What follows belongs to an exercise in optimizing a design on an open flow for small area; a production flow would make more cautious choices. Only simulation tests tie the RTL to the original design; equivalence was not proved. No driver is modelled on the clock port, so clocking that relies on it looks cheaper here than on a real chip.

## before
## ask_quality_top
module ask_quality_top #(
	parameter int LOG2_BLOCK = 4
) (
	input  logic                     sys_clk,
	input  logic                     rst_n,
	input  logic                     sym_clk_en,
	input  ask_pkg::dv_t             dec_var,
	output ask_pkg::slice_t          slice,
	output logic                     slice_valid,
	output ask_pkg::dv_t             ref_lvl,
	output ask_pkg::dv_t             err_mean,
	output logic [ask_pkg::SQ_W-1:0] err_var,
	output logic [ask_pkg::SQ_W-1:0] sig_pwr,
	output logic                     block_done
);
	logic [3:0]  sym_cnt;       
	logic [20:0] mag_sum;       
	logic [17:0] mag_avg;       
	logic [17:0] err_q;         
	logic        first_q;       
	logic        last_q;        
	logic        done_q;        
	logic [21:0] err_acc;       
	logic [21:0] sq_acc;        
	logic [18:0] pwr_q;         
	logic [1:0]  slice_q;
	logic        valid_q;
	logic [17:0] mean_q;
	logic [17:0] var_q;
	logic [17:0] sig_q;
	logic        bd_q;
	logic        d_neg;
	logic [16:0] d_ones;        
	logic        ge;
	logic [1:0]  slice_c;
	logic [17:0] r1;
	logic [17:0] r3;
	logic [17:0] k_lvl;
	logic        outer;
	logic        upper;
	logic [17:0] err_c;
	logic        blk_first;
	logic        blk_last;
	logic [20:0] mag_base;
	logic [21:0] mag_tot;
	assign blk_first = (sym_cnt == 4'd0);
	assign blk_last  = (sym_cnt == 4'd15);
	assign d_neg  = dec_var[17];
	assign d_ones = dec_var[16:0] ^ {17{d_neg}};
	ask_rcarry #(.W(17)) u_ge (
		.a  (d_ones),
		.b  (~mag_avg[16:0]),
		.ci (1'b1),
		.co (ge)
	);
	assign slice_c = mag_avg[17] ? 2'b11 : {~d_neg, d_neg ^ ge};
	assign r1 = {mag_avg[17], mag_avg[17:1]};
	ask_radd #(.W(18)) u_r3 (
		.a  (r1),
		.b  ({r1[16:0], 1'b0}),
		.ci (1'b0),
		.s  (r3),
		.co ()
	);
	assign outer = ~(slice_c[1] ^ slice_c[0]);
	assign upper = slice_c[1];
	assign k_lvl = outer ? r3 : r1;
	ask_radd #(.W(18)) u_err (
		.a  (dec_var),
		.b  (k_lvl ^ {18{upper}}),
		.ci (upper),
		.s  (err_c),
		.co ()
	);
	assign mag_base = blk_first ? 21'd0 : mag_sum;
	ask_radd #(.W(21)) u_mag (
		.a  (mag_base),
		.b  ({4'd0, d_ones}),
		.ci (d_neg),
		.s  (mag_tot[20:0]),
		.co (mag_tot[21])
	);
	logic [21:0] err_base;
	logic [21:0] sq_base;
	logic [21:0] sq_next;
	assign err_base = first_q ? 22'd0 : err_acc;
	assign sq_base  = first_q ? 22'd0 : sq_acc;
	logic [21:0] err_sum;
  ...
Size in the first run: about 1600 cells after synthesis, ~99 I/O pins.
Settings: LEC_CHECK=0, CAP_MARGIN=20, CORE_MARGIN=2, CORE_UTILIZATION=40, SLEW_MARGIN=20, SYNTH_HIERARCHICAL=1, SYNTH_MINIMUM_KEEP_SIZE=0; clock period 14.0 ns.
run.sh (not shown) runs the stock make flow with config.mk's settings and CLKGATE_MAP_FILE= SYNTH_SCRIPT=/design/flow/synth_recipe.tcl, a recipe that flattens the netlist after the stock synthesis.
Here is what was changed in the inputs of after compared with before.
- SYNTH_HIERARCHICAL removed (was 1)
- SYNTH_MINIMUM_KEEP_SIZE removed (was 0)
Results
after went all the way through the flow, and no timing, DRC or antenna check failed. [compare] base=before new=after: number of placed instances, taps included +about 16%; final cell utilization of the core +0.21 points; via count of the routed design +about 12%. [compare] base=before new=after: post-route worst setup slack now larger; sequential share of layout area now smaller. Estimated wirelength of the detail-placed design delta (after − before): unfavourable. The post-synth design cell area in after sits 0.92% above the value recorded for before. after vs. before: routed wire length rose by 1700 µm; area overhead of the layout relative to synthesis went up 1.6 points.

========
Another version of the RTL of ask_quality_top (not shown whole).
Size: ~1,600 cells after synthesis, roughly 99 I/O pins, about 18,000 um2 of cells after synthesis.
Settings: LEC_CHECK=0, CAP_MARGIN=20, CORE_MARGIN=2, CORE_UTILIZATION=40, CTS_BUF_LIST=sky130_fd_sc_hd__clkbuf_8, GPL_TIMING_DRIVEN=0, SLEW_MARGIN=20, SYNTH_HIERARCHICAL=1, SYNTH_MINIMUM_KEEP_SIZE=0; clock period 14.0 ns.
standard.sh (not shown) runs the stock make flow with config.mk's settings and CLKGATE_MAP_FILE= SYNTH_SCRIPT=/design/flow/synth_recipe.tcl, a recipe that flattens the netlist after the stock synthesis.
==> flow/flow/run.sh <==
#!/bin/bash
# The standard layout (the standard.sh: standard synthesis, then ORFS to
# finish), with two ORFS knobs set on the make command line:
#   REMOVE_ABC_BUFFERS=1  floorplan removes the buffers ABC put in synthesis
#                         (repair_design then buffers where the loads need it)
#   BUFFER_PORTS_ARGS     buffer_ports gives every input and output port a
#                         buffer, here the library's smallest, buf_1
# make's full output goes to flow_make.log in the work folder.
set -euo pipefail
bash standard.sh REMOVE_ABC_BUFFERS=1 \
	"BUFFER_PORTS_ARGS=-buffer_cell sky130_fd_sc_hd__buf_1" \
	finish > flow_make.log 2>&1
Rerun with:
--- a/flow/config.mk
+++ b/flow/config.mk
@@ -6,10 +6,9 @@
 export NUM_CORES = 4
 export LEC_CHECK = 0
-export CAP_MARGIN = 20
+export CAP_MARGIN = 0
 export CORE_MARGIN = 2
 export CORE_UTILIZATION = 40
 export CTS_BUF_LIST = sky130_fd_sc_hd__clkbuf_8
-export GPL_TIMING_DRIVEN = 0
-export SLEW_MARGIN = 20
+export SLEW_MARGIN = 0
 export SYNTH_HIERARCHICAL = 1
 export SYNTH_MINIMUM_KEEP_SIZE = 0
Outcome:
- design area shrinks slightly
- sequential share of layout area grows by 0.14 points
- register-to-register slack is better by 0.39 ns
- synthesized cell count is unchanged
- hold slack is worse by 0.014 ns
- critical path depth does not change
- sequential cell count is unchanged
Rerun with:
==> flow/flow/run.sh (replaced) <==
#!/bin/bash
# The standard layout (the standard.sh: standard synthesis, then ORFS to
# finish), with three ORFS knobs set on the make command line:
#   REMOVE_ABC_BUFFERS=1  floorplan removes the buffers ABC put in synthesis
#                         (repair_design then buffers where the loads need it)
#   BUFFER_PORTS_ARGS     buffer_ports gives every input and output port a
#                         buffer, here the library's smallest, buf_1
#   CTS_ARGS              ORFS's clock_tree_synthesis arguments with
#                         -dont_use_dummy_load added
# make's full output goes to flow_make.log in the work folder.
set -euo pipefail
bash standard.sh REMOVE_ABC_BUFFERS=1 \
	"BUFFER_PORTS_ARGS=-buffer_cell sky130_fd_sc_hd__buf_1" \
	"CTS_ARGS=-sink_clustering_enable -repair_clock_nets -buf_list sky130_fd_sc_hd__clkbuf_8 -dont_use_dummy_load" \
	finish > flow_make.log 2>&1
--- a/flow/config.mk
+++ b/flow/config.mk
@@ -6,9 +6,9 @@
 export NUM_CORES = 4
 export LEC_CHECK = 0
-export CAP_MARGIN = 0
+export CAP_MARGIN = 20
 export CORE_MARGIN = 2
 export CORE_UTILIZATION = 40
 export CTS_BUF_LIST = sky130_fd_sc_hd__clkbuf_8
-export SLEW_MARGIN = 0
+export SLEW_MARGIN = 20
 export SYNTH_HIERARCHICAL = 1
 export SYNTH_MINIMUM_KEEP_SIZE = 0
Effect: Core utilization went down by 0.43 points; via count went down by 0.77%; critical path depth is unchanged; non-clock buffer count is unchanged.

re-timing with driven ports:
How much do the figures lean on ideal ports? The routed layouts below were timed once more, with nothing changed but the port constraints.
Step 1 (the two cells are an assumption about what drives the block):
set clk [get_ports {sys_clk}]
set_driving_cell -lib_cell sky130_fd_sc_hd__clkbuf_16 $clk
set_driving_cell -lib_cell sky130_fd_sc_hd__buf_2 [delete_from_list [all_inputs] $clk]
Step 2 adds t to the input delays and takes it off the output delays; t is the mean of the earliest and latest rising clock arrival at the registers after step 1. Input paths then give back, and output paths get back, about the clock's delay inside the block.
Three values: ideal ports, drivers, drivers and shift; two values: the first two.
run	t, ns	slack for setup (ns)	worst setup path at the end	worst register clock-pin slew, ns	cell pins on the clock port's net
before	0.504	0.802 / 0.802 / 0.626	input to register	0.08 / 0.08	1
after	0.506	1.004 / 1.004 / 1.004	register to register	0.08 / 0.08	1
the first run of note 2	0.553	0.590 / 0.590 / 0.590	register to register	0.12 / 0.12	1
the second run of note 2	0.555	0.982 / 0.982 / 0.982	register to register	0.12 / 0.12	1
the third run of note 2	0.540	1.005 / 1.005 / 1.005	register to register	0.12 / 0.12	1
After both steps every run listed still meets setup and hold. The setup slack of before, which loses most, moves by 0.000 ns with the drivers and by -0.176 ns with both steps.
